Source: an optimization exercise on an open RTL-to-GDS flow (aim: small area). Production flows keep margins and buffers that such runs may drop. Only simulation tests tie the RTL to the original design; equivalence was not proved.

**flow/config.mk**
```make
export PLATFORM = sky130hd
export DESIGN_NAME = pill_box_top
export DESIGN_NICKNAME = pill_box_top
export VERILOG_FILES = /design/flow/design.v
export SDC_FILE = /design/flow/constraint.sdc
export NUM_CORES = 4
export LEC_CHECK = 0
export CAP_MARGIN = 20
export CORE_MARGIN = 2
export CORE_UTILIZATION = 40
export SLEW_MARGIN = 20
```
**flow/constraint.sdc**
```tcl
create_clock -name core_clock -period 10.0 [get_ports {clk}]
set_input_delay 2.0000 -clock core_clock [delete_from_list [all_inputs] [get_ports {clk}]]
set_output_delay 2.0000 -clock core_clock [all_outputs]
set_load 0.01 [all_outputs]
```
**flow/design.v**
```verilog
package pill_box_pkg;
	typedef logic [7:0] hms_val_t;       
	typedef struct packed {
		hms_val_t hour;
		hms_val_t min;
		hms_val_t sec;
	} hms_t;
	typedef logic [3:0] bcd_digit_t;
	typedef logic [4:0] key_code_t;      
	typedef logic [15:0] key_evt_t;      
	localparam int KEY_FIELD = 0;
	localparam int KEY_UP    = 1;
	localparam int KEY_DOWN  = 2;
	localparam int KEY_MODE  = 3;
	localparam int KEY_SLOT  = 4;
	localparam int KEY_ACK   = 5;
	typedef enum logic [1:0] {
		MODE_TIME,
		MODE_BOX1,
		MODE_BOX2,
		MODE_BOX3
	} menu_mode_t;
	typedef enum logic [2:0] {
		FIELD_NONE,
		FIELD_HOUR,
		FIELD_MIN,
		FIELD_SEC,
		FIELD_ENABLE
	} edit_field_t;
	typedef logic [1:0] slot_idx_t;
	localparam int NUM_BOXES     = 3;
	localparam int SLOTS_PER_BOX = 3;
	typedef struct packed {
		edit_field_t field;
		logic        up;
		logic        down;
	} adj_cmd_t;
	typedef struct packed {
		menu_mode_t mode;
		slot_idx_t  slot;
		logic       editing;     
	} slot_sel_t;
	localparam hms_val_t HOUR_MAX   = 8'd23;
	localparam hms_val_t MINSEC_MAX = 8'd59;
	function automatic hms_val_t step_val(hms_val_t v, hms_val_t max_v, logic up);
		if (up) begin
			step_val = (v == max_v) ? 8'd0 : v + 8'd1;
		end else begin
			step_val = (v == 8'd0) ? max_v : v - 8'd1;
		end
	endfunction
endpackage
module pill_box_top #(
	parameter int TICKS_PER_SEC = 32_768,
	parameter int TONE_DIV      = 8
) (
	input  logic                               clk,
	input  logic                               rst_n,
	input  pill_box_pkg::key_code_t            keyvalue,
	output logic [23:0]                        time_din,
	output logic [27:0]                        pill_box_din,
	output logic                               beep,
	output logic [pill_box_pkg::NUM_BOXES-1:0] alarm_box,
	output pill_box_pkg::menu_mode_t           mode_out,
	output pill_box_pkg::slot_idx_t            index_out
);
	localparam int NSLOT = 9;
	localparam int TW    = $clog2(TONE_DIV) + 1;
	function automatic logic [5:0] step6(logic [5:0] v, logic [5:0] max_v, logic up);
		if (up) step6 = (v == max_v) ? 6'd0 : v + 6'd1;
		else    step6 = (v == 6'd0) ? max_v : v - 6'd1;
	endfunction
	function automatic logic [7:0] bcd60(logic [5:0] v);
		bcd60 = {4'(v / 6'd10), 4'(v % 6'd10)};
	endfunction
	function automatic logic [2:0] kenc(logic [4:0] kv);
		if (!kv[4] && kv[3:0] < 4'd6) kenc = kv[2:0] + 3'd1;
		else                          kenc = 3'd0;
	endfunction
	function automatic logic [3:0] sub9(logic [3:0] a, logic [3:0] b);
		logic [4:0] d;
		d = {1'b0, a} - {1'b0, b};
		sub9 = d[4] ? 4'(d + 5'd9) : d[3:0];
	endfunction
	logic [2:0] k1, k2, k3;
	logic       k_new;   
	logic [5:0] evt;
	always_ff @(posedge clk or negedge rst_n) begin
		if (!rst_n) begin
			k1 <= '0;
			k2 <= '0;
			k3 <= '0;
		end else begin
			k1 <= kenc(keyvalue);
			k2 <= k1;
			k3 <= k2;
		end
	end
	always_ff @(posedge clk) k_new <= (k2 != k3);
	always_comb begin
		for (int k = 0; k < 6; k++) evt[k] = (k3 == 3'(k + 1)) && k_new;
	end
	wire ev_field = evt[pill_box_pkg::KEY_FIELD];
	wire ev_up    = evt[pill_box_pkg::KEY_UP];
	wire ev_down  = evt[pill_box_pkg::KEY_DOWN];
	wire ev_mode  = evt[pill_box_pkg::KEY_MODE];
	wire ev_slot  = evt[pill_box_pkg::KEY_SLOT];
	wire ev_ack   = evt[pill_box_pkg::KEY_ACK];
	logic [1:0] mode;
	logic [2:0] field;
	logic [1:0] slot;
	logic [2:0] field_next;
	logic       editing;
	logic       nav_ok;
	logic       adj_up, adj_dn;
	logic       mode_time;
	assign editing   = (field != 3'd0);
	assign mode_time = (mode == 2'd0);
	assign nav_ok    = !editing && !ev_up && !ev_down;
	assign adj_up    = editing && ev_up && !ev_field;
	assign adj_dn    = editing && ev_down && !ev_field && !ev_up;
	always_comb begin
		case (field)
			3'd0:    field_next = 3'd1;
			3'd1:    field_next = 3'd2;
			3'd2:    field_next = 3'd3;
			3'd3:    field_next = mode_time ? 3'd0 : 3'd4;
			default: field_next = 3'd0;
		endcase
	end
	always_ff @(posedge clk or negedge rst_n) begin
		if (!rst_n) begin
			mode  <= '0;
			field <= '0;
			slot  <= '0;
		end else if (ev_field) begin
			field <= field_next;
		end else if (nav_ok && ev_mode) begin
			mode <= mode + 2'd1;
			slot <= '0;
		end else if (nav_ok && ev_slot && !mode_time) begin
			slot <= (slot == 2'd2) ? 2'd0 : slot + 2'd1;
		end
	end
	assign mode_out  = pill_box_pkg::menu_mode_t'(mode);
	assign index_out = slot;
	logic [1:0] mode_d;
	logic [1:0] slot_d;
	logic       pend_up, pend_dn;
	always_ff @(posedge clk or negedge rst_n) begin
		if (!rst_n) begin
			mode_d  <= 2'd1;     
			slot_d  <= '0;
			pend_up <= 1'b0;
			pend_dn <= 1'b0;
		end else begin
			mode_d  <= mode;
			slot_d  <= slot;
			pend_up <= adj_up;
			pend_dn <= adj_dn;
		end
	end
	wire pend = pend_up | pend_dn;
	logic [14:0] presc;
	logic        presc_low0;
	logic        hold;
	logic        tick;
	logic        new_second;
	assign presc_low0 = (presc[13:0] == 14'd0);
	assign hold       = editing && mode_time;
	assign tick       = !hold && presc[14] && presc_low0;
	always_ff @(posedge clk or negedge rst_n) begin
		if (!rst_n) begin
			presc      <= '0;
			new_second <= 1'b0;
		end else begin
			new_second <= tick;
			presc      <= hold ? '0 : {presc[13:0], presc[14] ^ presc[13] ^ presc_low0};
		end
	end
	logic [16:0] w_time;     
	logic [16:0] n_time;     
	logic [16:0] t_time;     
	logic [16:0] c_time;     
	always_comb begin
		t_time[5:0]   = step6(n_time[5:0], 6'd59, 1'b1);
		t_time[11:6]  = n_time[11:6];
		t_time[16:12] = n_time[16:12];
		if (n_time[5:0] == 6'd59) begin
			t_time[11:6] = step6(n_time[11:6], 6'd59, 1'b1);
			if (n_time[11:6] == 6'd59) t_time[16:12] = 5'(step6({1'b0, n_time[16:12]}, 6'd23, 1'b1));
		end
	end
	always_comb begin
		if (pend && mode_time) c_time = w_time;
		else if (new_second)   c_time = t_time;
		else                   c_time = n_time;
	end
	always_ff @(posedge clk or negedge rst_n) begin
		if (!rst_n) n_time <= '0;
		else        n_time <= c_time;
	end
	logic [NSLOT-1:0][16:0] ring;       
	logic [3:0]             rot;
	logic [16:0]            buf_time;   
	logic [3:0]             buf_tag;
	logic                   buf_dirty;
	logic                   ring_clr;   
	logic [NSLOT-1:0]       s_en;
	logic [NSLOT-1:0]       selv;       
	logic [3:0]             sel_idx;
	logic [3:0]             sel_pos;    
	logic [3:0]             buf_pos;    
	logic                   sel_buf;
	logic [16:0]            ring_sel;
	logic [16:0]            view;
	logic                   v_on;
	logic                   slot_wr;
	always_comb begin
		for (int i = 0; i < NSLOT; i++) begin
			selv[i] = (mode_d == 2'(i / 3 + 1)) && (slot_d == 2'(i % 3));
		end
	end
	assign sel_idx   = 4'({mode_d - 2'd1, 1'b0}) + 4'(mode_d - 2'd1) + 4'(slot_d);
	assign sel_pos   = sub9(sel_idx, rot);
	assign buf_pos   = sub9(buf_tag, rot);
	assign sel_buf   = buf_dirty && (buf_tag == sel_idx);
	assign v_on      = |(selv & s_en);
	always_comb begin
		ring_sel = '0;
		for (int p = 0; p < NSLOT; p++) begin
			if (sel_pos == 4'(p) && mode_d != 2'd0 && !sel_buf && !ring_clr) ring_sel = ring_sel | ring[p];
		end
	end
	always_comb begin
		view = ring_sel | ({17{mode_d == 2'd0}} & n_time) |      
			({17{mode_d != 2'd0 && sel_buf}} & buf_time);
	end
	logic [5:0] e_val, e_max, e_new;
	always_comb begin
		case (field)
			3'd1:    e_val = {1'b0, view[16:12]};
			3'd2:    e_val = view[11:6];
			default: e_val = view[5:0];
		endcase
		e_max  = (field == 3'd1) ? 6'd23 : 6'd59;
		e_new  = step6(e_val, e_max, pend_up);
		w_time = view;
		case (field)
			3'd1:    w_time[16:12] = e_new[4:0];
			3'd2:    w_time[11:6]  = e_new;
			3'd3:    w_time[5:0]   = e_new;
			default: ;
		endcase
	end
	assign slot_wr = pend && !mode_time && (field != 3'd4);
	logic [1:0]  port_flush;
	logic [1:0]  port_wr;
	logic [16:0] port_data;
	assign port_flush[0] = buf_dirty && (buf_pos == 4'd1);
	assign port_flush[1] = buf_dirty && (buf_pos == 4'd5);
	assign port_wr       = port_flush | {2{ring_clr}};
	assign port_data     = ring_clr ? '0 : buf_time;
	always_ff @(posedge clk or negedge rst_n) begin
		if (!rst_n)           ring_clr <= 1'b1;
		else if (rot == 4'd4) ring_clr <= 1'b0;
	end
	always_ff @(posedge clk) begin
		for (int p = 0; p < NSLOT; p++) begin
			if (p % 4 == 0 && p < 8 && port_wr[p / 4]) ring[p] <= port_data;
			else                                        ring[p] <= ring[(p + 1) % NSLOT];
		end
	end
	always_ff @(posedge clk or negedge rst_n) begin
		if (!rst_n) rot <= '0;
		else        rot <= (rot == 4'd8) ? 4'd0 : rot + 4'd1;
	end
	always_ff @(posedge clk) begin
		if (slot_wr) begin
			buf_time <= w_time;
			buf_tag  <= sel_idx;
		end
	end
	always_ff @(posedge clk or negedge rst_n) begin
		if (!rst_n)          buf_dirty <= 1'b0;
		else if (slot_wr)    buf_dirty <= 1'b1;
		else if (|port_flush) buf_dirty <= 1'b0;
	end
	always_ff @(posedge clk or negedge rst_n) begin
		if (!rst_n) begin
			s_en    <= '0;
		end else begin
			for (int i = 0; i < NSLOT; i++) begin
				if (pend && !mode_time && field == 3'd4 && selv[i]) s_en[i] <= !v_on;
			end
		end
	end
	logic [2:0]       alarm_q;
	logic [NSLOT-1:0] hit;
	logic [NSLOT-1:0] m_hit;
	logic             head_eq;
	logic             buf_eq;
	assign head_eq = (ring[0] == t_time);
	assign buf_eq  = (buf_time == t_time);
	always_ff @(posedge clk) begin
		for (int i = 0; i < NSLOT; i++) begin
			if (buf_dirty && buf_tag == 4'(i))
				m_hit[i] <= buf_eq;
			else if (rot == 4'(i))
				m_hit[i] <= head_eq;
		end
	end
	always_comb begin
		for (int i = 0; i < NSLOT; i++) begin
			hit[i] = s_en[i] && m_hit[i] && !(editing && selv[i]);
		end
	end
	always_ff @(posedge clk or negedge rst_n) begin
		if (!rst_n) begin
			alarm_q <= '0;
		end else if (ev_ack) begin
			alarm_q <= '0;
		end else if (new_second) begin
			for (int b = 0; b < 3; b++) begin
				if (|hit[b*3 +: 3]) alarm_q[b] <= 1'b1;
			end
		end
	end
	assign alarm_box = alarm_q;
	logic [TW-1:0] tone_cnt;
	always_ff @(posedge clk or negedge rst_n) begin
		if (!rst_n) tone_cnt <= '0;
		else        tone_cnt <= tone_cnt + 1'b1;
	end
	assign beep = ~(tone_cnt[TW-1] & |alarm_q);
	assign time_din     = {bcd60({1'b0, n_time[16:12]}), bcd60(n_time[11:6]), bcd60(n_time[5:0])};
	assign pill_box_din = (mode_d == 2'd0) ? 28'h0FFFFFF :
		{bcd60({1'b0, view[16:12]}), bcd60(view[11:6]), bcd60(view[5:0]), 3'b000, v_on};
endmodule
```
**flow/flow/run.sh**
```bash
#!/bin/bash
# Own layout flow: the standard ORFS flow (standard.sh) with these changes:
#  - synthesis is the standard flow's script (synth_recipe.tcl, ORFS synth.tcl) except that
#    ABC maps the logic with an area-oriented script, flow/abc_area.script;
#    registers are mapped before ABC and are left as the standard synthesis
#    makes them;
#  - adders are left to ABC as plain logic (ADDER_MAP_FILE empty) instead of
#    being mapped to half/full adder cells first;
#  - input and output ports are buffered with buf_1;
#  - clock tree clusters (no dummy loads), repair margins and utilization
#    are set below.
# Each tool's output goes to a log file in this folder.
set -euo pipefail
W=$(pwd)
F=$FLOW_HOME
cp "$W/flow/abc_area.script" "$W/abc_area.script"
sed "s#^source \$::env(SCRIPTS_DIR)/synth_preamble.tcl#source \$::env(SCRIPTS_DIR)/synth_preamble.tcl\nset abc_args [lreplace \$abc_args 1 1 $W/abc_area.script]#" \
	"$F/scripts/synth.tcl" > "$W/synth_area.tcl"
grep -q "abc_area.script" "$W/synth_area.tcl"
sed "s#source \$::env(SCRIPTS_DIR)/synth.tcl#source $W/synth_area.tcl#" "$W/synth_recipe.tcl" > "$W/synth_recipe_area.tcl"
grep -q "synth_area.tcl" "$W/synth_recipe_area.tcl"
make -C "$F" DESIGN_CONFIG="$FLOW_CONFIG" WORK_HOME="$W/orfs" CLKGATE_MAP_FILE= \
	SYNTH_SCRIPT="$W/synth_recipe_area.tcl" ADDER_MAP_FILE= \
	CAP_MARGIN=0 CORE_MARGIN=2 CORE_UTILIZATION=60 SLEW_MARGIN=0 \
	"CTS_ARGS=-sink_clustering_enable -repair_clock_nets -sink_clustering_size 30 -sink_clustering_max_diameter 80 -dont_use_dummy_load" \
	"BUFFER_PORTS_ARGS=-buffer_cell sky130_fd_sc_hd__buf_1" \
	finish > "$W/make.log" 2>&1
: # left out here: write the final layout as DEF
```
**flow/flow/abc_area.script**
```
strash
ifraig
dc2
dc2
dch -f
amap -F 2 -A 6
topo
```
**flow/standard.sh**
```bash
#!/bin/bash
# synth_recipe.tcl (not shown) runs the flow's synth.tcl, then flattens the netlist and writes it again
# the make line also repeats each setting of config.mk as NAME=value (left out here)
make -C /OpenROAD-flow-scripts/flow DESIGN_CONFIG=/design/flow/config.mk WORK_HOME=/design/flow/orfs CLKGATE_MAP_FILE= SYNTH_SCRIPT=/design/flow/synth_recipe.tcl "${@:-finish}"
```
==> summary.md, run 1 <==
| Metric | Value |
|---|---|
| Fin util | `0.6726` |
| Residual DRC | `0` |
| Reg2reg end | `n_time[14]` |
| FF+latch count, synth | `261` |
| Post-synthesis cell area | `between 0.01 and 0.015 mm²` |
| FF/Latch Area | `just under 0.006 mm²` |
| Buf+Inv Stages, Crit Path | `6` |
| Vias in the first global route | `between 8,000 and 9,000` |
| Area Overhead vs Synth | `9.000%` |
| Max FO, Critical Path | `15` |
| Most used cell, CP | `nor2_1` |
| R2r worst-path depth | `29` |
| # rows | `48` |
| DRT iter0 DRCs | `between 900 and 1,000` |
| Hold Crit Start | `ring[147]` |
| Drt total wl | `approximately 30 mm` |
| Final hold violation count | `0` |
| Netlist cell types | `48` |
| Critical path type | `reg -> out` |
| Final setup fails | `0` |
| DP HPWL | `~21 mm` |
| Share of layout cells above drive strength 1 | `0.03787` |
| Final Cycle Share | `0.9225` |
| Setup Buffers After CTS | `0` |
| Root buffer cell | `clkbuf_16` |
| CTS Buf Count | `13` |
| Routability cong. | `between 0.9 and 1` |
| Post-synthesis cell count | `1,158` |
| Worst path slowest cell | `dfstp_2` |
| Initial antenna violation count | `0` |
| Max Cap Violations | `0` |
| Worst Hold Path EP | `ring[130]` |
| Setup TNS | `0 ns` |
| Top post-synthesis cells by area | `dfxtp_1 (29%), dfrtp_1 (17%), edfxtp_1 (8.4%), clkinv_1 (4.8%), nor2_1 (4.6%)` |
| Cell family with most CP delay | `compound AO/OA/AOI/OAI gates` |
| Crit Reg-Reg Startpoint | `mode_d[0]` |
| Avg Cell Area, Syn | `~9.3 µm²` |
| Hold Crit Depth | `0` |
| Skew-Pair Late Insertion Delay | `~0.49 ns` |
| Post-synthesis sequential area ratio | `0.5502` |
| Status | `no timing/DRC/antenna violations` |
| Fillers | `1,438` |
| Die extent in y | `about 140 µm` |
| Finished Cell Area | `roughly 0.012 mm²` |
| Tightest Pin Transition | `1.260 ns` |
| Area of the multi-input gates | `0.004312 mm²` |
| Peak Freq | `around 0.11 GHz` |
| CTS clk-pin slew, worst paths | `roughly 0.10 ns` |
| DIE WIDTH | `137.8 µm` |
| DRT antenna net count | `0` |
| ANT cells | `0` |
| CP required | `~8 ns` |
| Per-cell routed wire length | `20.61 µm` |
| First-pass iteration count of the detailed router | `6` |
| Die area | `between 0.015 and 0.02 mm²` |
| Worst reg-to-reg setup slack | `roughly 2.6 ns` |
| First-pass GRT wire length | `46.42 mm` |
| Ys async rst share | `0.2950` |
| Post-synth EDFFs | `30` |
| Startpoint Class | `flop` |
| # nets final | `between 1,000 and 1,500` |
| Crit path arrival time | `just over 7 ns` |
| Total GRT Usage | `0.3188` |
| Skew final | `just over 0.04 ns` |
| # clock sinks | `between 200 and 300` |
| GRT overflow | `0` |
| Top-area cell type share of the netlist area | `0.2869` |
| CTS tree | `done` |
| Fin. max-slew vios | `0` |
| Max incr delay on CP | `0.61 ns` |
| Routed vias/inst | `~6.4` |
| Post-synth top area cell | `dfxtp_1` |
| I/O Buffers | `60` |
| Core ar. | `0.01742 mm²` |
| CP Capture Type | `output pin` |
| Period minus WS final | `9.225 ns` |
| Largest net degree at the start of global routing | `a little under 80` |
| Max_slew headroom | `0.1578` |
| CTS max path bufs | `3` |
| Hold WC Path Type | `reg -> reg` |
| Placed Area | `0.01136 mm²` |
| Ys Warns | `2` |
| Initial Util | `0.6170` |
| Depth of the CTS H-tree | `1` |
| Most used DFF post-synth | `dfxtp_1` |
| IO Pins | `67` |
| Via count | `roughly 9,400` |
-- cell usage after synthesis (7+ instances only) --
| cell | count |
|---|---|
| dfxtp_1 | 154 |
| clkinv_1 | 138 |
| nor2_1 | 132 |
| nand2_1 | 123 |
| o22ai_1 | 79 |
| dfrtp_1 | 75 |
| a21oi_1 | 71 |
| o21ai_0 | 55 |
| edfxtp_1 | 30 |
| a222oi_1 | 29 |
| nor3_1 | 29 |
| a22oi_1 | 26 |
| a221oi_1 | 22 |
| o221ai_1 | 20 |
| nor2b_1 | 19 |
| o21a_1 | 16 |
| nand3_1 | 15 |
| nand4_1 | 15 |
| a31oi_1 | 13 |
| buf_4 | 13 |
| a211oi_1 | 11 |
| o21bai_1 | 7 |
-- kinds of logic (layout without fill, tap and decap cells) --
kind of cell,after synthesis,after routing,share of synthesized area
AO/OA/AOI/OAI,392,392,0.2503
XOR/XNOR,1,1,0.0008151
buffers and inverters,151,229,0.05728
flip-flops,261,261,0.5502
AND/OR/NAND/NOR,352,352,0.1410
other,1,6,0.0003489
-- layout by cell type (no fill, tap or decap), drive strengths merged, types with 29 or more instances in the layout --
cell type	n
dfxtp	154
buf	77
clkinv	137
o22ai	79
o21ai	55
nand2	123
nor3	29
nor2	132
a222oi	29
edfxtp	30
a21oi	71
dfrtp	75
-- stage by stage --
| step | hold slack, ns | setup WS [ns] | instances |
|---|---|---|---|
| finish | 0.3200 | 0.7750 | 1466 |
| global route | 0.3255 | -0.05927 | 1466 |
| detailed placement | 0.3349 | 0.9600 | 1453 |
| global placement | 0.3313 | 1.289 | 1453 |
| floorplan | 0.3243 | 0.1728 | 1163 |
| CTS | 0.3225 | 0.4550 | 1466 |
-- how the worst max path moves through the flow --
stage                   start          endpoint  depth (start not counted)
floorplan           mode_d[0]  pill_box_din[14]                         32
global placement    mode_d[0]  pill_box_din[14]                         38
detailed placement  mode_d[0]  pill_box_din[14]                         38
CTS                 mode_d[0]  pill_box_din[14]                         38
global route        slot_d[1]  pill_box_din[14]                         37
finish              mode_d[0]  pill_box_din[14]                         37
-- flip-flops by register name, summed over array words and instances, names as in the netlist, 3 cells and up --
| signal | flops |
|---|---|
| k2 | 3 |
| k3 | 3 |
| k1 | 3 |
| m_hit | 9 |
| s_en | 9 |
| n_time | 17 |
| field | 3 |
| rot | 4 |
| presc | 15 |
| buf_tag | 4 |
| ring | 153 |
| tone_cnt | 4 |
| buf_time | 17 |
| alarm_q | 3 |
-- layer usage --
metal / global-route usage / vias to the layer above / wire length [µm] / part of all wire
li1: - / 4452 / - / -
met1: 0.4293 / 4328 / 12610 / 0.42
met2: 0.5144 / 524 / 13510 / 0.45
met3: 0.04893 / 121 / 2614 / 0.087
met4: 0.1361 / 0 / 1471 / 0.049
met5: 0 / - / 0 / 0
-- timing repair --
action	in CTS	in global routing
hold buffers	0	0
resized for setup	0	5
setup endpoints to repair	0	6
-- area by class of cell --
type,count,share of cell area
tap,225,0.02403
sequential,261,0.5048
multi-input combinational,751,0.3681
timing repair buffer,78,0.03108
inverter,138,0.04422
clock buffer,13,0.02777
==> run 2, diff against run 1 <==
--- a/flow/flow/run.sh
+++ b/flow/flow/run.sh
@@ -23,5 +23,5 @@
 	SYNTH_SCRIPT="$W/synth_recipe_area.tcl" ADDER_MAP_FILE= \
 	CAP_MARGIN=0 CORE_MARGIN=2 CORE_UTILIZATION=60 SLEW_MARGIN=0 \
-	"CTS_ARGS=-sink_clustering_enable -repair_clock_nets -sink_clustering_size 30 -sink_clustering_max_diameter 80 -dont_use_dummy_load" \
+	"CTS_ARGS=-sink_clustering_enable -repair_clock_nets -sink_clustering_size 25 -sink_clustering_max_diameter 60 -dont_use_dummy_load" \
 	"BUFFER_PORTS_ARGS=-buffer_cell sky130_fd_sc_hd__buf_1" \
 	finish > "$W/make.log" 2>&1
==> run 2 against run 1 <==
  * Worst hold slack improved by 0.015 ns
  * Highest routed layer unchanged
  * Synthesized cell count unchanged
  * Die area unchanged
==> summary.md, run 2 <==
| Metric | Value |
|---|---|
| Status | `no timing/DRC/antenna violations` |
| Period minus WS final | `9.272 ns (+0.04665 ns)` |
| CP Capture Type | `output pin` |
| # nets final | `1,253 (+0.24%)` |
| Final WS setup | `0.7284 ns (-0.04665 ns)` |
| Largest net degree at the start of global routing | `78 (unchanged)` |
| Final hold violation count | `0 (unchanged)` |
| Largest regs | `ring x153, buf_time x17, n_time x17` |
| Final setup fails | `0 (unchanged)` |
| First-pass iteration count of the detailed router | `6 (unchanged)` |
| Routed vias/inst | `6.484 (+0.85%)` |
| Post-synthesis sequential area ratio | `0.5502 (unchanged)` |
| Tightest Pin Transition | `1.216 ns (-0.04348 ns)` |
| Placed Area | `0.01136 mm² (unchanged)` |
| Hold_buf cts | `0 (unchanged)` |
| Fin. max-slew vios | `0 (unchanged)` |
| Area Overhead vs Synth | `9.698%` |
| Core ar. | `0.01742 mm² (unchanged)` |
| R2r worst-path depth | `29 (unchanged)` |
| Cell family with most CP delay | `compound AO/OA/AOI/OAI gates` |
| Residual DRC | `0 (unchanged)` |
| Max_slew headroom | `0.1868 (+0.02907)` |
| Worst Hold Path EP | `ring[63]` |
| Max Cap Violations | `0 (unchanged)` |
| Die extent in y | `137.8 µm (unchanged)` |
| DIE WIDTH | `137.8 µm (unchanged)` |
| Worst path slowest cell | `a221oi_1` |
| Buf+Inv Stages, Crit Path | `5 (-1)` |
| Hold Crit Depth | `0 (unchanged)` |
| Root buffer cell | `clkbuf_16` |
| Per-cell routed wire length | `20.69 µm (+0.38%)` |
| Crit Reg-Reg Startpoint | `mode_d[0]` |
| ANT cells | `0 (unchanged)` |
| Drt total wl | `30.39 mm (+0.59%)` |
| Commonest non-fill, non-tap cell in the layout | `dfxtp_1` |
| Most used cell, CP | `nor2_1` |
| Post-CTS sizing | `0 (unchanged)` |
| DP HPWL | `21.24 mm (unchanged)` |
| Largest register FFs | `153 (unchanged)` |
| DRT iter0 DRCs | `1,081 (+12%)` |
| Top post-synthesis cells by area | `dfxtp_1 (29%), dfrtp_1 (17%), edfxtp_1 (8.4%), clkinv_1 (4.8%), nor2_1 (4.6%)` |
| Hold Crit Start | `ring[80]` |
| Fin util | `0.6769 (+0.004311)` |
| FF+latch count, synth | `261 (unchanged)` |
| CP required | `8.00 ns (about the same)` |
| Reg with most FFs | `ring` |
| Post-synthesis cell count | `1,158 (unchanged)` |
| Skew final | `0.04338 ns (+0.002257 ns)` |
| Critical path type | `reg -> out` |
| Commonest non-fill, non-tap cells in the layout | `dfxtp_1 (154), clkinv_1 (137), nor2_1 (130)` |
| CTS Buf Count | `16 (+3)` |
| Max incr delay on CP | `0.68 ns (+0.07 ns)` |
| Via count | `9,525 (+1.1%)` |
| Setup TNS | `0 ns (unchanged)` |
| IO Pins | `67 (unchanged)` |
| Final Cycle Share | `0.9272 (+0.004665)` |
| Initial antenna violation count | `0 (unchanged)` |
| Peak Freq | `0.1079 GHz (-0.50%)` |
| Vias in the first global route | `8,814 (+0.31%)` |
| Routability cong. | `0.9247 (unchanged)` |
| Post-synthesis cell area | `0.01075 mm² (unchanged)` |
| Die area | `0.01900 mm² (unchanged)` |
| Skew-Pair Late Insertion Delay | `0.50 ns (about the same)` |
| Top-area cell type share of the netlist area | `0.2869 (unchanged)` |
| Pre-CTS WS | `0.9600 ns (unchanged)` |
| # clock sinks | `261 (unchanged)` |
| Setup Buffers After CTS | `0 (unchanged)` |
| CTS clk-pin slew, worst paths | `0.08 ns (-0.02 ns)` |
| Finished Cell Area | `0.01179 mm² (+0.64%)` |
| Startpoint Class | `flop` |
| First-pass GRT wire length | `46.81 mm (+0.83%)` |
| Crit path arrival time | `7.27 ns (+0.05 ns)` |
| I/O Buffers | `60 (unchanged)` |
| Total GRT Usage | `0.3220 (+0.003189)` |
| Ys async rst share | `0.2950 (unchanged)` |
| Worst reg-to-reg setup slack | `2.73 ns (+0.10 ns)` |
| # rows | `48 (unchanged)` |
| Ys Warns | `2 (unchanged)` |
| GRT overflow | `0 (unchanged)` |
| Netlist cell types | `48 (unchanged)` |
| Hold WC Path Type | `reg -> reg` |
| CTS tree | `done` |
| Post-synth top area cell | `dfxtp_1` |
| Post-synth top cells | `dfxtp_1 (154), clkinv_1 (138), nor2_1 (132)` |
| CTS max path bufs | `3 (unchanged)` |
| Reg2reg end | `n_time[14]` |
| DRT antenna net count | `0 (unchanged)` |
| Post-synth EDFFs | `30 (unchanged)` |
| Avg Cell Area, Syn | `9.280 µm² (unchanged)` |
| Cell with the most instances after synthesis | `dfxtp_1` |
| Most used DFF post-synth | `dfxtp_1` |
| Max FO, Critical Path | `12 (-3)` |
| Share of layout cells above drive strength 1 | `0.04019 (+0.002320)` |
| Depth of the CTS H-tree | `1 (unchanged)` |
| Initial Util | `0.6170 (unchanged)` |
run 2: cell counts after synthesis:
No cell type changed its count.
run 2: cell type report:
class	instances	area, µm²
sequential	261	5913
fill	1438	5628
multi-input combinational	751	4312
inverter	138	518.0
clock buffer	16	400.4
timing repair buffer	78	364.1
tap	225	281.5
run 2: how the worst max path moves through the flow:
stage | startpoint | to | slack, ns | depth (start not counted)
4_1_cts | mode_d[0] | pill_box_din[14] | 0.46 | 38
3_3_place_gp | mode_d[0] | pill_box_din[14] | 1.29 | 38
2_1_floorplan | mode_d[0] | pill_box_din[14] | 0.17 | 32
6_report | mode_d[0] | pill_box_din[14] | 0.73 | 34
5_1_grt | slot_d[1] | pill_box_din[14] | -0.05 | 37
3_5_place_dp | mode_d[0] | pill_box_din[14] | 0.96 | 38
run 2: logic make-up (layout without fill, tap and decap cells):
kind of cell,Yosys count,in the layout,synth area share
AO/OA/AOI/OAI,392,392,0.2503
XOR/XNOR,1,1,0.0008151
buffers and inverters,151,232,0.05728
flip-flops,261,261,0.5502
other,1,6,0.0003489
AND/OR/NAND/NOR,352,352,0.1410
run 2: stage by stage:
step                std cells  hold slack, ns
floorplan                1163          0.3243
global placement         1453          0.3313
detailed placement       1453          0.3349
CTS                      1469          0.3314
global route             1469          0.3392
finish                   1469          0.3351
run 2: per-layer routing:
| layer | share of wire | global-route usage |
|---|---|---|
| met2 | 0.45 | 0.5240 |
| met3 | 0.088 | 0.05372 |
| met4 | 0.043 | 0.1281 |
| met1 | 0.42 | 0.4308 |
| met5 | 0 | 0 |
==> run 3, diff against run 2 <==
--- a/flow/flow/run.sh
+++ b/flow/flow/run.sh
@@ -23,5 +23,5 @@
 	SYNTH_SCRIPT="$W/synth_recipe_area.tcl" ADDER_MAP_FILE= \
 	CAP_MARGIN=0 CORE_MARGIN=2 CORE_UTILIZATION=60 SLEW_MARGIN=0 \
-	"CTS_ARGS=-sink_clustering_enable -repair_clock_nets -sink_clustering_size 25 -sink_clustering_max_diameter 60 -dont_use_dummy_load" \
+	"CTS_ARGS=-sink_clustering_enable -repair_clock_nets -sink_clustering_size 30 -sink_clustering_max_diameter 110 -dont_use_dummy_load" \
 	"BUFFER_PORTS_ARGS=-buffer_cell sky130_fd_sc_hd__buf_1" \
 	finish > "$W/make.log" 2>&1
==> run 3 against run 2 <==
  * Maximum frequency increased by 0.30%
  * Sequential share of layout area increased by 0.43 points
  * Critical path type unchanged
  * Clock-buffer cell count decreased by 4
  * Setup slack improved by 0.028 ns
  * Still clean
  * Die area unchanged
  * Via count decreased by 0.38%
  * Flip-flop and latch count unchanged
  * Clock skew decreased by 0.011 ns
  * Final cell count decreased by 0.27%
  * Critical path depth increased by 3
==> summary.md, run 3 <==
| Metric | Value |
|---|---|
| Largest regs | `ring x153, buf_time x17, n_time x17` |
| DP HPWL | `21.24 mm (unchanged)` |
| R2r worst-path depth | `29 (unchanged)` |
| Critical Path Stages | `37 (+8.8%)` |
| Startpoint Class | `flop` |
| Final setup fails | `0 (unchanged)` |
| Placed Area | `0.01136 mm² (unchanged)` |
| # nets final | `1,249 (-0.32%)` |
| Area Overhead vs Synth | `8.767%` |
| Initial Util | `0.6170 (unchanged)` |
| Hold slack | `0.3518 ns (+0.01663 ns)` |
| Routed vias/inst | `6.477 (-0.11%)` |
| Ys async rst share | `0.2950 (unchanged)` |
| Die extent in y | `137.8 µm (unchanged)` |
| Period minus WS final | `9.244 ns (-0.02798 ns)` |
| CTS max path bufs | `3 (unchanged)` |
| Avg Cell Area, Syn | `9.280 µm² (unchanged)` |
| CTS clk-pin slew, worst paths | `0.12 ns (+0.04 ns)` |
| Cell with the most instances after synthesis | `dfxtp_1` |
| Reg with most FFs | `ring` |
| Residual DRC | `0 (unchanged)` |
| Worst path slowest cell | `dfstp_2` |
| Max_slew headroom | `0.1831 (-0.003704)` |
| Netlist cell types | `48 (unchanged)` |
| First-pass GRT wire length | `46.89 mm (+0.16%)` |
| Critical path type | `reg -> out` |
| Worst reg-to-reg setup slack | `2.62 ns (-0.11 ns)` |
| IO Pins | `67 (unchanged)` |
| Die area | `0.01900 mm² (unchanged)` |
| CTS Buf Count | `12 (-4)` |
| Post-synth top cells | `dfxtp_1 (154), clkinv_1 (138), nor2_1 (132)` |
| Post-synth EDFFs | `30 (unchanged)` |
| Ys Warns | `2 (unchanged)` |
| Hold Crit Start | `ring[113]` |
| Status | `no timing/DRC/antenna violations` |
| Hold Crit Depth | `0 (unchanged)` |
| Most used cell, CP | `nor2_1` |
| Per-cell routed wire length | `20.71 µm (+0.13%)` |
| Largest net degree at the start of global routing | `78 (unchanged)` |
| Core ar. | `0.01742 mm² (unchanged)` |
| Commonest non-fill, non-tap cells in the layout | `dfxtp_1 (154), clkinv_1 (137), nor2_1 (130)` |
| Max incr delay on CP | `0.62 ns (-0.06 ns)` |
| FF/Latch Area | `0.005913 mm² (unchanged)` |
| Top-area cell type share of the netlist area | `0.2869 (unchanged)` |
| Via count | `9,489 (-0.38%)` |
| Final Cycle Share | `0.9244 (-0.002798)` |
| Most used DFF post-synth | `dfxtp_1` |
| CTS tree | `done` |
| Reg2reg end | `n_time[14]` |
| Hold WC Path Type | `reg -> reg` |
| CP required | `8.00 ns (about the same)` |
| DIE WIDTH | `137.8 µm (unchanged)` |
| Root buffer cell | `clkbuf_16` |
| CP Capture Type | `output pin` |
| Final hold violation count | `0 (unchanged)` |
| Vias in the first global route | `8,836 (+0.25%)` |
| Total GRT Usage | `0.3223 (about the same)` |
| Buf+Inv Stages, Crit Path | `6 (+1)` |
| Skew-Pair Late Insertion Delay | `0.50 ns (about the same)` |
| Initial antenna violation count | `0 (unchanged)` |
| Max FO, Critical Path | `15 (+3)` |
| Post-synth top area cell | `dfxtp_1` |
| Share of layout cells above drive strength 1 | `0.03710 (-0.003096)` |
| Area of the multi-input gates | `0.004312 mm² (unchanged)` |
| Routability cong. | `0.9247 (unchanged)` |
| Top post-synthesis cells by area | `dfxtp_1 (29%), dfrtp_1 (17%), edfxtp_1 (8.4%), clkinv_1 (4.8%), nor2_1 (4.6%)` |
| Peak Freq | `0.1082 GHz (+0.30%)` |
| Cell family with most CP delay | `compound AO/OA/AOI/OAI gates` |
| # clock sinks | `261 (unchanged)` |
| # rows | `48 (unchanged)` |
| Worst Hold Path EP | `ring[96]` |
| Skew final | `0.03227 ns (-0.01110 ns)` |
| Finished Cell Area | `0.01169 mm² (-0.85%)` |
| Max Cap Violations | `0 (unchanged)` |
| Crit Reg-Reg Startpoint | `mode_d[0]` |
| ANT cells | `0 (unchanged)` |
| Fin. max-slew vios | `0 (unchanged)` |
| Fillers | `1,439 (+0.070%)` |
| Drt total wl | `30.34 mm (-0.14%)` |
| DRT antenna net count | `0 (unchanged)` |
| Largest register FFs | `153 (unchanged)` |
| FF+latch count, synth | `261 (unchanged)` |
| Post-synthesis sequential area ratio | `0.5502 (unchanged)` |
| GRT overflow | `0 (unchanged)` |
| Post-synthesis cell count | `1,158 (unchanged)` |
| I/O Buffers | `60 (unchanged)` |
| Commonest non-fill, non-tap cell in the layout | `dfxtp_1` |
| Post-synthesis cell area | `0.01075 mm² (unchanged)` |
| Depth of the CTS H-tree | `1 (unchanged)` |
| DRT iter0 DRCs | `1,133 (+4.8%)` |
| Tightest Pin Transition | `1.222 ns (+0.005538 ns)` |
| First-pass iteration count of the detailed router | `7 (+1)` |
| Crit path arrival time | `7.24 ns (-0.03 ns)` |
run 3: per-stage QoR:
| stage | setup slack (ns) | TNS [ns] | cells | util |
|---|---|---|---|---|
| 2_1_floorplan | 0.1728 | 0 | 1163 | - |
| 3_3_place_gp | 1.289 | 0 | 1453 | 0.6523 |
| 3_5_place_dp | 0.9600 | 0 | 1453 | 0.6523 |
| 4_1_cts | 0.4078 | 0 | 1465 | 0.6695 |
| 5_1_grt | -0.04409 | -0.04409 | 1465 | 0.6711 |
| 6_report | 0.7564 | 0 | 1465 | 0.6711 |
run 3: how the worst max path moves through the flow:
stage	slack (ns)	start	end
after floorplan	0.17	mode_d[0]	pill_box_din[14]
after global placement	1.29	mode_d[0]	pill_box_din[14]
after detailed placement	0.96	mode_d[0]	pill_box_din[14]
after CTS	0.41	mode_d[0]	pill_box_din[14]
after global routing	-0.04	mode_d[0]	pill_box_din[14]
final	0.76	mode_d[0]	pill_box_din[14]
run 3: layout make-up:
type	count	share of cell area
well taps	225	0.02408
flip-flops and latches	261	0.5059
inverters	138	0.04432
multi-input cells	751	0.3689
repair buffers	78	0.03115
clock buffers	12	0.02569
run 3: repair_timing:
action / CTS / global route
hold buffers: 0 / 0
resized for setup: 0 / 6
setup buffers: 0 / 0
endpoints found under the setup margin: 0 / 6
run 3: logic make-up (layout without fill, tap and decap cells):
group / Yosys count / count (layout) / synth area share
AND/OR/NAND/NOR: 352 / 352 / 0.1410
buffers and inverters: 151 / 228 / 0.05728
XOR/XNOR: 1 / 1 / 0.0008151
other: 1 / 6 / 0.0003489
AO/OA/AOI/OAI: 392 / 392 / 0.2503
flip-flops: 261 / 261 / 0.5502
run 3: worst register-to-register path: cells and delay by family (launching register included):
family                 cells  cell delay, ns
AO/OA/AOI/OAI             18            5.04
AND/OR/NAND/NOR            8            1.01
flip-flops                 1            0.62
buffers and inverters      3            0.54
run 3: per-layer routing:
metal,track usage,vias to the layer above,share of wire
met3,0.04599,94,0.088
met4,0.1264,0,0.042
met2,0.5268,492,0.46
met5,0,-,0
li1,-,4464,-
met1,0.4351,4439,0.41
==> run 4, diff against run 3 <==
--- a/flow/design.v
+++ b/flow/design.v
@@ -66,5 +66,9 @@
 );
 	localparam int NSLOT = 9;
-	localparam int TW    = $clog2(TONE_DIV) + 1;
+	localparam bit PRESC_LFSR = (TICKS_PER_SEC == 32_768);
+	localparam int PW         = PRESC_LFSR ? 15 : $clog2(TICKS_PER_SEC + 1);
+	localparam bit TONE_POW2  = (TONE_DIV & (TONE_DIV - 1)) == 0;
+	localparam int TW         = $clog2(TONE_DIV) + 1;
+	localparam int TLW        = (TW > 1) ? TW - 1 : 1;      
 	function automatic logic [5:0] step6(logic [5:0] v, logic [5:0] max_v, logic up);
 		if (up) step6 = (v == max_v) ? 6'd0 : v + 6'd1;
@@ -162,12 +166,21 @@
 	end
 	wire pend = pend_up | pend_dn;
-	logic [14:0] presc;
-	logic        presc_low0;
-	logic        hold;
-	logic        tick;
-	logic        new_second;
-	assign presc_low0 = (presc[13:0] == 14'd0);
+	logic [PW-1:0] presc;
+	logic [PW-1:0] presc_nx;
+	logic          presc_low0;
+	logic          hold;
+	logic          tick;
+	logic          new_second;
+	assign presc_low0 = (presc[PW-2:0] == '0);
 	assign hold       = editing && mode_time;
-	assign tick       = !hold && presc[14] && presc_low0;
+	always_comb begin
+		if (PRESC_LFSR) begin
+			tick     = !hold && presc[PW-1] && presc_low0;
+			presc_nx = {presc[PW-2:0], presc[PW-1] ^ presc[PW-2] ^ presc_low0};
+		end else begin
+			tick     = !hold && (presc == PW'(TICKS_PER_SEC - 1));
+			presc_nx = tick ? '0 : presc + 1'b1;
+		end
+	end
 	always_ff @(posedge clk or negedge rst_n) begin
 		if (!rst_n) begin
@@ -176,5 +189,5 @@
 		end else begin
 			new_second <= tick;
-			presc      <= hold ? '0 : {presc[13:0], presc[14] ^ presc[13] ^ presc_low0};
+			presc      <= hold ? '0 : presc_nx;
 		end
 	end
@@ -329,7 +342,12 @@
 	assign alarm_box = alarm_q;
 	logic [TW-1:0] tone_cnt;
+	function automatic logic [TW-1:0] tone_next(logic [TW-1:0] c);
+		if (TONE_POW2)                                  tone_next = c + 1'b1;
+		else if (c[TLW-1:0] != TLW'(TONE_DIV - 1))     tone_next = c + 1'b1;
+		else                                            tone_next = TW'({!c[TW-1], {TLW{1'b0}}});
+	endfunction
 	always_ff @(posedge clk or negedge rst_n) begin
 		if (!rst_n) tone_cnt <= '0;
-		else        tone_cnt <= tone_cnt + 1'b1;
+		else        tone_cnt <= tone_next(tone_cnt);
 	end
 	assign beep = ~(tone_cnt[TW-1] & |alarm_q);
--- a/flow/flow/run.sh
+++ b/flow/flow/run.sh
@@ -23,5 +23,5 @@
 	SYNTH_SCRIPT="$W/synth_recipe_area.tcl" ADDER_MAP_FILE= \
 	CAP_MARGIN=0 CORE_MARGIN=2 CORE_UTILIZATION=60 SLEW_MARGIN=0 \
-	"CTS_ARGS=-sink_clustering_enable -repair_clock_nets -sink_clustering_size 30 -sink_clustering_max_diameter 110 -dont_use_dummy_load" \
+	"CTS_ARGS=-sink_clustering_enable -repair_clock_nets -sink_clustering_size 40 -sink_clustering_max_diameter 70 -dont_use_dummy_load" \
 	"BUFFER_PORTS_ARGS=-buffer_cell sky130_fd_sc_hd__buf_1" \
 	finish > "$W/make.log" 2>&1
==> run 4 against run 3 <==
  * Maximum frequency decreased by 0.66%
  * Register-to-register slack better by 0.05 ns
  * Final area is 0.27% higher
  * Largest cell class unchanged
  * Area after synthesis unchanged
==> summary.md, run 4 <==
| Metric | Value |
|---|---|
| CTS max path bufs | `3 (unchanged)` |
| Worst path slowest cell | `a221oi_1` |
| Area of the multi-input gates | `0.004300 mm² (-0.26%)` |
| Final Cycle Share | `0.9306 (+0.006191)` |
| Share of layout cells above drive strength 1 | `0.03707 (about the same)` |
| Status | `no timing/DRC/antenna violations` |
| CP Capture Type | `output pin` |
| Fin. max-slew vios | `0 (unchanged)` |
| Area Overhead vs Synth | `9.058%` |
| GRT overflow | `0 (unchanged)` |
| Routed vias/inst | `6.466 (-0.17%)` |
| First-pass GRT wire length | `46.02 mm (-1.9%)` |
| Post-synth top area cell | `dfxtp_1` |
| Placed Area | `0.01135 mm² (about the same)` |
| # rows | `48 (unchanged)` |
| CTS tree | `done` |
| FF+latch count, synth | `261 (unchanged)` |
| Post-synthesis cell area | `0.01075 mm² (unchanged)` |
| Fillers | `1,448 (+0.63%)` |
| Drt total wl | `30.53 mm (+0.62%)` |
| Post-synth EDFFs | `30 (unchanged)` |
| Crit path arrival time | `7.31 ns (+0.07 ns)` |
| Setup TNS | `0 ns (unchanged)` |
| Max_slew headroom | `0.09723 (-0.08592)` |
| Max FO, Critical Path | `12 (-3)` |
| Top post-synthesis cells by area | `dfxtp_1 (29%), dfrtp_1 (17%), edfxtp_1 (8.4%), clkinv_1 (4.8%), nor2_1 (4.6%)` |
| Ys Warns | `2 (unchanged)` |
| Startpoint Class | `flop` |
| Netlist cell types | `48 (unchanged)` |
| Initial antenna violation count | `0 (unchanged)` |
| Commonest non-fill, non-tap cells in the layout | `dfxtp_1 (154), clkinv_1 (138), nor2_1 (130)` |
| Cell with the most instances after synthesis | `dfxtp_1` |
| Skew final | `0.05389 ns (+0.02162 ns)` |
| Most used DFF post-synth | `dfxtp_1` |
| Pre-CTS WS | `1.028 ns (+0.06824 ns)` |
| Post-CTS sizing | `0 (unchanged)` |
| R2r worst-path depth | `33 (+14%)` |
| # nets final | `1,250 (+0.080%)` |
| CTS Buf Count | `14 (+2)` |
| Die extent in y | `137.8 µm (unchanged)` |
| CP required | `8.00 ns (about the same)` |
| Post-Layout Cell Count | `1,466 (+0.068%)` |
| Most used cell, CP | `nor2_1` |
| Post-synthesis cell count | `1,158 (unchanged)` |
| Final setup fails | `0 (unchanged)` |
| Ys async rst share | `0.2950 (unchanged)` |
| Cells after DPL | `1,452 (-0.069%)` |
| I/O Buffers | `60 (unchanged)` |
| Final WS setup | `0.6945 ns (-0.06191 ns)` |
| Top-area cell type share of the netlist area | `0.2869 (unchanged)` |
| Period minus WS final | `9.306 ns (+0.06191 ns)` |
| Post-synthesis sequential area ratio | `0.5502 (unchanged)` |
| Skew-Pair Late Insertion Delay | `0.51 ns (about the same)` |
| Max Cap Violations | `0 (unchanged)` |
| Commonest non-fill, non-tap cell in the layout | `dfxtp_1` |
| Via count | `9,479 (-0.11%)` |
| DRT iter0 DRCs | `1,043 (-7.9%)` |
| Tightest Pin Transition | `1.350 ns (+0.1285 ns)` |
| Peak Freq | `0.1075 GHz (-0.66%)` |
| Routability cong. | `0.9133 (-1.2%)` |
| Critical path type | `reg -> out` |
| FF/Latch Area | `0.005913 mm² (unchanged)` |
| DRT antenna net count | `0 (unchanged)` |
| First-pass iteration count of the detailed router | `7 (unchanged)` |
| Largest register FFs | `153 (unchanged)` |
| Finished Cell Area | `0.01172 mm² (+0.27%)` |
| IO Pins | `67 (unchanged)` |
| Residual DRC | `0 (unchanged)` |
| Final hold violation count | `0 (unchanged)` |
| CTS clk-pin slew, worst paths | `0.12 ns (about the same)` |
| Hold Crit Depth | `0 (unchanged)` |
| Per-cell routed wire length | `20.83 µm (+0.55%)` |
| Total GRT Usage | `0.3200 (-0.002298)` |
| DP HPWL | `21.03 mm (-1.0%)` |
| Die area | `0.01900 mm² (unchanged)` |
| Depth of the CTS H-tree | `1 (unchanged)` |
| Hold WC Path Type | `reg -> reg` |
| Largest regs | `ring x153, buf_time x17, n_time x17` |
| Initial Util | `0.6170 (unchanged)` |
| Largest net degree at the start of global routing | `78 (unchanged)` |
| Post-synth top cells | `dfxtp_1 (154), clkinv_1 (138), nor2_1 (132)` |
| ANT cells | `0 (unchanged)` |
| Reg with most FFs | `ring` |
| # clock sinks | `261 (unchanged)` |
| Root buffer cell | `clkbuf_16` |
| Hold_buf cts | `0 (unchanged)` |
| Vias in the first global route | `8,670 (-1.9%)` |
| RSZ-0062 raised after global routing | `false` |
| Core ar. | `0.01742 mm² (unchanged)` |
| Avg Cell Area, Syn | `9.280 µm² (unchanged)` |
| DIE WIDTH | `137.8 µm (unchanged)` |
| Setup Buffers After CTS | `0 (unchanged)` |
| Max incr delay on CP | `0.72 ns (+0.10 ns)` |
-- run 4: cell count changes in the layout (fill, tap and decap cells not counted) --
cell / before / now
clkbuf_16: 12 / 14
a221oi_2: 0 / 1
a221oi_4: 1 / 0
buf_4: 18 / 17
clkinv_1: 137 / 138
inv_2: 1 / 0
o21ai_0: 54 / 55
o21ai_1: 1 / 0
-- run 4: cell families (layout without fill, tap and decap cells) --
group                     Yosys count  count (layout)  synth area share
xor gates and xnor gates            1               1         0.0008151
other                               1               6         0.0003489
AOI/OAI and AO/OA                 392             392            0.2503
and+or+nand+nor                   352             352            0.1410
buffers and inverters             151             229           0.05728
DFF                               261             261            0.5502
-- run 4: layout make-up --
cell class	instances	area share
clock buffer	14	0.02989
inverter	138	0.04420
multi-input combinational	751	0.3669
sequential	261	0.5045
tap	225	0.02402
timing repair buffer	77	0.03043
-- run 4: final timing paths --
kind | from | end | slack (ns)
min in group asynchronous | rst_n | n_time[16] | 1.79
setup / recovery | mode_d[0] | pill_box_din[14] | 0.69
max in group asynchronous | rst_n | presc[2] | 7.51
hold / removal | ring[70] | ring[53] | 0.32
setup reg to reg | mode_d[0] | n_time[2] | 2.67
hold reg to reg | ring[70] | ring[53] | 0.32
-- run 4: worst max-delay path, delay by kind of cell (launching register included) --
family	cells	cell delay (ns)
DFF	1	0.61
buffers and inverters	5	0.98
AOI/OAI and AO/OA	14	3.42
and+or+nand+nor	15	1.81
-- run 4: layer usage --
metal,global-route usage,vias up,wire length (µm)
met4,0.1338,0,1171
li1,-,4435,-
met3,0.05151,87,2730
met1,0.4302,4453,12610
met5,0,-,0
met2,0.5169,504,14020
-- run 4: per-stage QoR --
step / hold slack [ns] / utilization
floorplan: 0.3243 / -
global placement: 0.3320 / 0.6519
detailed placement: 0.3339 / 0.6519
CTS: 0.3254 / 0.6720
global route: 0.3330 / 0.6729
finish: 0.3239 / 0.6729
==> run 5, diff against run 4 <==
--- a/flow/flow/run.sh
+++ b/flow/flow/run.sh
@@ -23,5 +23,5 @@
 	SYNTH_SCRIPT="$W/synth_recipe_area.tcl" ADDER_MAP_FILE= \
 	CAP_MARGIN=0 CORE_MARGIN=2 CORE_UTILIZATION=60 SLEW_MARGIN=0 \
-	"CTS_ARGS=-sink_clustering_enable -repair_clock_nets -sink_clustering_size 40 -sink_clustering_max_diameter 70 -dont_use_dummy_load" \
+	"CTS_ARGS=-sink_clustering_enable -repair_clock_nets -sink_clustering_size 45 -sink_clustering_max_diameter 60 -dont_use_dummy_load" \
 	"BUFFER_PORTS_ARGS=-buffer_cell sky130_fd_sc_hd__buf_1" \
 	finish > "$W/make.log" 2>&1
==> run 5 against run 4 <==
  * Still clean
  * Flip-flop and latch count unchanged
  * Register-to-register slack improved by 0.02 ns
  * Wire length about the same
  * Maximum frequency down 0.74%
  * Die area unchanged
  * Clock skew grew 0.0012 ns
  * Via count increased by 0.22%
==> summary.md, run 5 <==
| Metric | Value |
|---|---|
| Most used DFF post-synth | `dfxtp_1` |
| Pre-CTS WS | `1.028 ns (unchanged)` |
| Via count | `9,500 (+0.22%)` |
| Critical path origin | `mode_d[0]` |
| DRT iter0 DRCs | `1,055 (+1.2%)` |
| Drt total wl | `30.51 mm (about the same)` |
| Cell with the most instances after synthesis | `dfxtp_1` |
| Area of the multi-input gates | `0.004300 mm² (unchanged)` |
| Fin. max-slew vios | `0 (unchanged)` |
| Worst reg-to-reg setup slack | `2.69 ns (+0.02 ns)` |
| GRT overflow | `0 (unchanged)` |
| I/O Buffers | `60 (unchanged)` |
| Routability cong. | `0.9133 (unchanged)` |
| CP required | `8.00 ns (about the same)` |
| Hold_buf cts | `0 (unchanged)` |
| Final Cycle Share | `0.9375 (+0.006896)` |
| Per-cell routed wire length | `20.74 µm (-0.41%)` |
| Core ar. | `0.01742 mm² (unchanged)` |
| Largest register FFs | `153 (unchanged)` |
| Final WS setup | `0.6255 ns (-0.06896 ns)` |
| Post-Layout Cell Count | `1,471 (+0.34%)` |
| Avg Cell Area, Syn | `9.280 µm² (unchanged)` |
| FF+latch count, synth | `261 (unchanged)` |
| ANT cells | `0 (unchanged)` |
| Fin util | `0.6801 (+0.007184)` |
| Die extent in y | `137.8 µm (unchanged)` |
| Most used cell, CP | `nor2_1` |
| Setup TNS | `0 ns (unchanged)` |
| IO Pins | `67 (unchanged)` |
| Crit path arrival time | `7.37 ns (+0.06 ns)` |
| # nets final | `1,255 (+0.40%)` |
| Critical path type | `reg -> out` |
| Total GRT Usage | `0.3197 (-0.0003701)` |
| # clock sinks | `261 (unchanged)` |
| Skew final | `0.05509 ns (+0.001203 ns)` |
| Netlist cell types | `48 (unchanged)` |
| Status | `no timing/DRC/antenna violations` |
| Hold Crit Depth | `0 (unchanged)` |
| Post-synthesis sequential area ratio | `0.5502 (unchanged)` |
| Max incr delay on CP | `0.60 ns (-0.12 ns)` |
| Routed vias/inst | `6.458 (-0.12%)` |
| Final setup fails | `0 (unchanged)` |
| Post-synth EDFFs | `30 (unchanged)` |
| Worst path slowest cell | `dfstp_2` |
| Finished Cell Area | `0.01185 mm² (+1.1%)` |
| Worst Hold Path EP | `ring[88]` |
| Hold slack | `0.3271 ns (+0.003209 ns)` |
| Post-CTS sizing | `0 (unchanged)` |
| Max FO, Critical Path | `17 (+5)` |
| RSZ-0062 raised after global routing | `false` |
| Period minus WS final | `9.375 ns (+0.06896 ns)` |
| Commonest non-fill, non-tap cells in the layout | `dfxtp_1 (154), clkinv_1 (138), nor2_1 (130)` |
| Reg2reg end | `n_time[2]` |
| Ys async rst share | `0.2950 (unchanged)` |
| Setup Buffers After CTS | `0 (unchanged)` |
| FF/Latch Area | `0.005913 mm² (unchanged)` |
| Skew-Pair Late Insertion Delay | `0.51 ns (about the same)` |
| Top-area cell type share of the netlist area | `0.2869 (unchanged)` |
| Commonest non-fill, non-tap cell in the layout | `dfxtp_1` |
| Residual DRC | `0 (unchanged)` |
| Die area | `0.01900 mm² (unchanged)` |
| Fillers | `1,414 (-2.3%)` |
| Top post-synthesis cells by area | `dfxtp_1 (29%), dfrtp_1 (17%), edfxtp_1 (8.4%), clkinv_1 (4.8%), nor2_1 (4.6%)` |
| Post-synthesis cell area | `0.01075 mm² (unchanged)` |
| Initial Util | `0.6170 (unchanged)` |
| # rows | `48 (unchanged)` |
| Ys Warns | `2 (unchanged)` |
| Share of layout cells above drive strength 1 | `0.04093 (+0.003864)` |
| Largest net degree at the start of global routing | `78 (unchanged)` |
| DIE WIDTH | `137.8 µm (unchanged)` |
| Hold WC Path Type | `reg -> reg` |
| Max_slew headroom | `0.08612 (-0.01110)` |
| Peak Freq | `0.1067 GHz (-0.74%)` |
| CTS max path bufs | `3 (unchanged)` |
| Area Overhead vs Synth | `10.22%` |
| First-pass iteration count of the detailed router | `9 (+2)` |
| DP HPWL | `21.03 mm (unchanged)` |
| Depth of the CTS H-tree | `1 (unchanged)` |
| DRT antenna net count | `0 (unchanged)` |
| Initial antenna violation count | `0 (unchanged)` |
| Placed Area | `0.01135 mm² (unchanged)` |
| Final hold violation count | `0 (unchanged)` |
| CTS tree | `done` |
| CP Capture Type | `output pin` |
| CTS clk-pin slew, worst paths | `0.06 ns (-0.06 ns)` |
| Post-synthesis cell count | `1,158 (unchanged)` |
| Vias in the first global route | `8,781 (+1.3%)` |
| Crit Reg-Reg Startpoint | `mode_d[0]` |
| Reg with most FFs | `ring` |
| Tightest Pin Transition | `1.367 ns (+0.01661 ns)` |
| R2r worst-path depth | `31 (-6.1%)` |
| Max Cap Violations | `0 (unchanged)` |
| First-pass GRT wire length | `46.17 mm (+0.33%)` |
| Largest regs | `ring x153, buf_time x17, n_time x17` |
| Hold Crit Start | `ring[105]` |
| Root buffer cell | `clkbuf_16` |
| Post-synth top cells | `dfxtp_1 (154), clkinv_1 (138), nor2_1 (132)` |
| CTS Buf Count | `19 (+5)` |
| Post-synth top area cell | `dfxtp_1` |
| Cells after DPL | `1,452 (unchanged)` |
| Startpoint Class | `flop` |
-- run 5: area by class of cell --
class,instances,share of cell area
Tap cell,225,0.02377
Clock buffer,19,0.04014
Multi-Input combinational cell,751,0.3631
Inverter,138,0.04373
Timing Repair Buffer,77,0.03010
Sequential cell,261,0.4992
-- run 5: how the worst max path moves through the flow --
| stage | endpoint | slack, ns | depth (start not counted) |
|---|---|---|---|
| global placement | pill_box_din[14] | 1.31 | 38 |
| floorplan | pill_box_din[14] | 0.17 | 32 |
| CTS | pill_box_din[14] | 0.48 | 38 |
| detailed placement | pill_box_din[14] | 1.03 | 38 |
| finish | pill_box_din[14] | 0.63 | 37 |
| global route | pill_box_din[14] | 0.05 | 37 |
-- run 5: cell families after synthesis --
logic type,share of synthesized area
xor+xnor,0.0008151
flops,0.5502
buf+inv,0.05728
simple gates,0.1410
compound gates,0.2503
other cells,0.0003489
-- run 5: worst max-delay path, delay by kind of cell, from the launching register on --
| family | cells | cell delay, ns |
|---|---|---|
| flops | 1 | 0.60 |
| buf+inv | 6 | 1.28 |
| simple gates | 16 | 1.97 |
| compound gates | 15 | 3.06 |
-- run 5: metal layers --
layer | wire length, µm | track usage
met5 | 0 | 0
met4 | 1446 | 0.1446
met3 | 2927 | 0.05519
met2 | 13680 | 0.5111
met1 | 12460 | 0.4272
==> run 6, diff against run 5 <==
--- a/flow/flow/run.sh
+++ b/flow/flow/run.sh
@@ -23,5 +23,5 @@
 	SYNTH_SCRIPT="$W/synth_recipe_area.tcl" ADDER_MAP_FILE= \
 	CAP_MARGIN=0 CORE_MARGIN=2 CORE_UTILIZATION=60 SLEW_MARGIN=0 \
-	"CTS_ARGS=-sink_clustering_enable -repair_clock_nets -sink_clustering_size 45 -sink_clustering_max_diameter 60 -dont_use_dummy_load" \
+	"CTS_ARGS=-sink_clustering_enable -repair_clock_nets -sink_clustering_size 30 -sink_clustering_max_diameter 80 -dont_use_dummy_load" \
 	"BUFFER_PORTS_ARGS=-buffer_cell sky130_fd_sc_hd__buf_1" \
 	finish > "$W/make.log" 2>&1
==> run 6 against run 5 <==
  * Worst hold slack hardly changed
  * Critical endpoint unchanged
  * Clock skew is 0.020 ns lower
  * Still clean on timing, DRC and antenna
  * First-iteration DRC count is 2.3% lower
  * Sequential share of layout area is 0.64 points higher
  * Highest routed layer unchanged
  * Die area stayed put
  * Via count hardly changed
  * Critical path type unchanged
  * Maximum frequency is 0.43% higher
==> summary.md, run 6 <==
| Metric | Value |
|---|---|
| Post-synthesis adder-cell area fraction | `0 (unchanged)` |
| IO Pins | `67 (unchanged)` |
| Post-Synth XOR/XNOR Area | `0.0008150 (unchanged)` |
| Max incr delay on CP | `0.74 ns (+0.14 ns)` |
| Post-synthesis sequential area ratio | `0.5502 (unchanged)` |
| Worst setup path endpoint | `pill_box_din[14]` |
| Largest regs | `ring x153, buf_time x17, n_time x17` |
| CP Capture Type | `output pin` |
| Final Cycle Share | `0.9334 (-0.004059)` |
| Netlist cell types | `48 (unchanged)` |
| Final setup fails | `0 (unchanged)` |
| Fin util | `0.6715 (-0.008621)` |
| Post-synth top cells | `dfxtp_1 (154), clkinv_1 (138), nor2_1 (132)` |
| DRT iter0 DRCs | `1,031 (-2.3%)` |
| Worst reg-to-reg setup slack | `2.70 ns (about the same)` |
| Most used cell, CP | `nor2_1` |
| Via count | `9,506 (+0.063%)` |
| Synth Area in Simple Gates | `0.1410 (unchanged)` |
| RSZ-0062 raised after global routing | `false` |
| CP required | `8.00 ns (about the same)` |
| Area Overhead vs Synth | `8.826%` |
| Final WS setup | `0.6661 ns (+0.04059 ns)` |
| Core ar. | `0.01742 mm² (unchanged)` |
| Status | `no timing/DRC/antenna violations` |
| CTS clk-pin slew, worst paths | `0.11 ns (+0.05 ns)` |
| Initial antenna violation count | `0 (unchanged)` |
| Post-synth top area cell | `dfxtp_1` |
| FF+latch count, synth | `261 (unchanged)` |
| # rows | `48 (unchanged)` |
| First-pass iteration count of the detailed router | `8 (-1)` |
| Skew final | `0.03525 ns (-0.01984 ns)` |
| Max_slew headroom | `0.08447 (-0.001651)` |
| R2r worst-path depth | `33 (+6.5%)` |
| Post-synthesis cell area | `0.01075 mm² (unchanged)` |
| Fin. max-slew vios | `0 (unchanged)` |
| Reg with most FFs | `ring` |
| CTS max path bufs | `3 (unchanged)` |
| Commonest non-fill, non-tap cells in the layout | `dfxtp_1 (154), clkinv_1 (138), nor2_1 (130)` |
| Largest register FFs | `153 (unchanged)` |
| Drt total wl | `30.31 mm (-0.67%)` |
| DRT antenna net count | `0 (unchanged)` |
| Setup Buffers After CTS | `0 (unchanged)` |
| Largest net degree at the start of global routing | `78 (unchanged)` |
| Depth of the CTS H-tree | `1 (unchanged)` |
| Top post-synthesis cells by area | `dfxtp_1 (29%), dfrtp_1 (17%), edfxtp_1 (8.4%), clkinv_1 (4.8%), nor2_1 (4.6%)` |
| Crit path arrival time | `7.33 ns (-0.04 ns)` |
| Compound-Gate Fraction of Synth Area | `0.2503 (unchanged)` |
| # clock sinks | `261 (unchanged)` |
| Hold WC Path Type | `reg -> reg` |
| Final hold violation count | `0 (unchanged)` |
| Hold_buf cts | `0 (unchanged)` |
| # nets final | `1,249 (-0.48%)` |
| Routed vias/inst | `6.489 (+0.47%)` |
| ANT cells | `0 (unchanged)` |
| First-pass GRT wire length | `45.73 mm (-0.94%)` |
| Root buffer cell | `clkbuf_16` |
| Reg2reg end | `n_time[2]` |
| Tightest Pin Transition | `1.369 ns (+0.002469 ns)` |
| Period minus WS final | `9.334 ns (-0.04059 ns)` |
| Critical path type | `reg -> out` |
| Setup TNS | `0 ns (unchanged)` |
| Die area | `0.01900 mm² (unchanged)` |
| Post-CTS sizing | `0 (unchanged)` |
| Most used DFF post-synth | `dfxtp_1` |
| Die extent in y | `137.8 µm (unchanged)` |
| Max FO, Critical Path | `12 (-5)` |
-- run 6: cell counts after synthesis --
Identical to the previous run, type by type.
-- run 6: kinds of logic after synthesis --
| kind of cell | count (synthesis) |
|---|---|
| AO/OA/AOI/OAI | 392 |
| flip-flops | 261 |
| XOR/XNOR | 1 |
| AND/OR/NAND/NOR | 352 |
| buffers and inverters | 151 |
| other | 1 |
-- run 6: worst max-delay path, delay by kind of cell (launching register included) --
kind	cells	cell delay (ns)
compound gates	14	3.43
flops	1	0.61
simple gates	15	1.83
buf+inv	5	0.98
-- run 6: how the worst min path moves through the flow --
| stage | startpoint | endpoint | slack (ns) | depth (start not counted) |
|---|---|---|---|---|
| after floorplan | ring[80] | ring[63] | 0.32 | 0 |
| after global placement | ring[80] | ring[63] | 0.33 | 0 |
| after detailed placement | ring[80] | ring[63] | 0.33 | 0 |
| after CTS | ring[105] | ring[88] | 0.33 | 0 |
| after global routing | ring[105] | ring[88] | 0.32 | 0 |
| final | ring[105] | ring[88] | 0.33 | 0 |
-- run 6: area by class of cell --
cell class | count | area (µm²)
Clock buffer | 13 | 325.3
Fill cell | 1437 | 5722
Inverter | 138 | 518.0
Multi-Input combinational cell | 751 | 4300
Sequential cell | 261 | 5913
Tap cell | 225 | 281.5
Timing Repair Buffer | 77 | 356.6
-- run 6: per-stage QoR --
step / cell area, µm² / hold slack (ns) / cells
after floorplan: 10770 / 0.3243 / 1163
after global placement: 11350 / 0.3320 / 1452
after detailed placement: 11350 / 0.3339 / 1452
after CTS: 11680 / 0.3313 / 1465
after global routing: 11700 / 0.3240 / 1465
final: 11700 / 0.3269 / 1465
-- run 6: per-layer routing --
metal / wire length (µm) / part of all wire / vias up / global-route usage
li1: - / - / 4439 / -
met5: 0 / 0 / - / 0
met4: 1175 / 0.039 / 0 / 0.1366
met2: 13740 / 0.45 / 511 / 0.5058
met3: 2753 / 0.091 / 96 / 0.04893
met1: 12640 / 0.42 / 4460 / 0.4319

[what the ideal ports hide]
No port has a modelled driver above. Below, the same layouts with a new extraction and two added sets of constraints. Step 1 (the two cells are an assumption about what drives the block):
set clk [get_ports {clk}]
set_driving_cell -lib_cell sky130_fd_sc_hd__clkbuf_16 $clk
set_driving_cell -lib_cell sky130_fd_sc_hd__buf_2 [delete_from_list [all_inputs] $clk]
Step 2 adds t to the input delays and takes it off the output delays; t is the mean of the earliest and latest rising clock arrival at the registers after step 1. Input paths then give back, and output paths get back, about the clock's delay inside the block. Three values: ideal, step 1, step 2; two values: the first two.
| run | t (ns) | setup slack, ns | clock arrival spread, ns |
|---|---|---|---|
| run 1 | 0.514 | 0.775 / 0.730 / 1.244 | 0.042 / 0.042 |
| run 2 | 0.520 | 0.728 / 0.682 / 1.202 | 0.043 / 0.043 |
| run 3 | 0.530 | 0.756 / 0.708 / 1.238 | 0.033 / 0.034 |
| run 4 | 0.528 | 0.694 / 0.648 / 1.175 | 0.055 / 0.055 |
| run 5 | 0.531 | 0.625 / 0.582 / 1.113 | 0.056 / 0.056 |
| run 6 | 0.524 | 0.666 / 0.620 / 1.144 | 0.036 / 0.036 |
After both steps setup and hold are still met in every run listed.
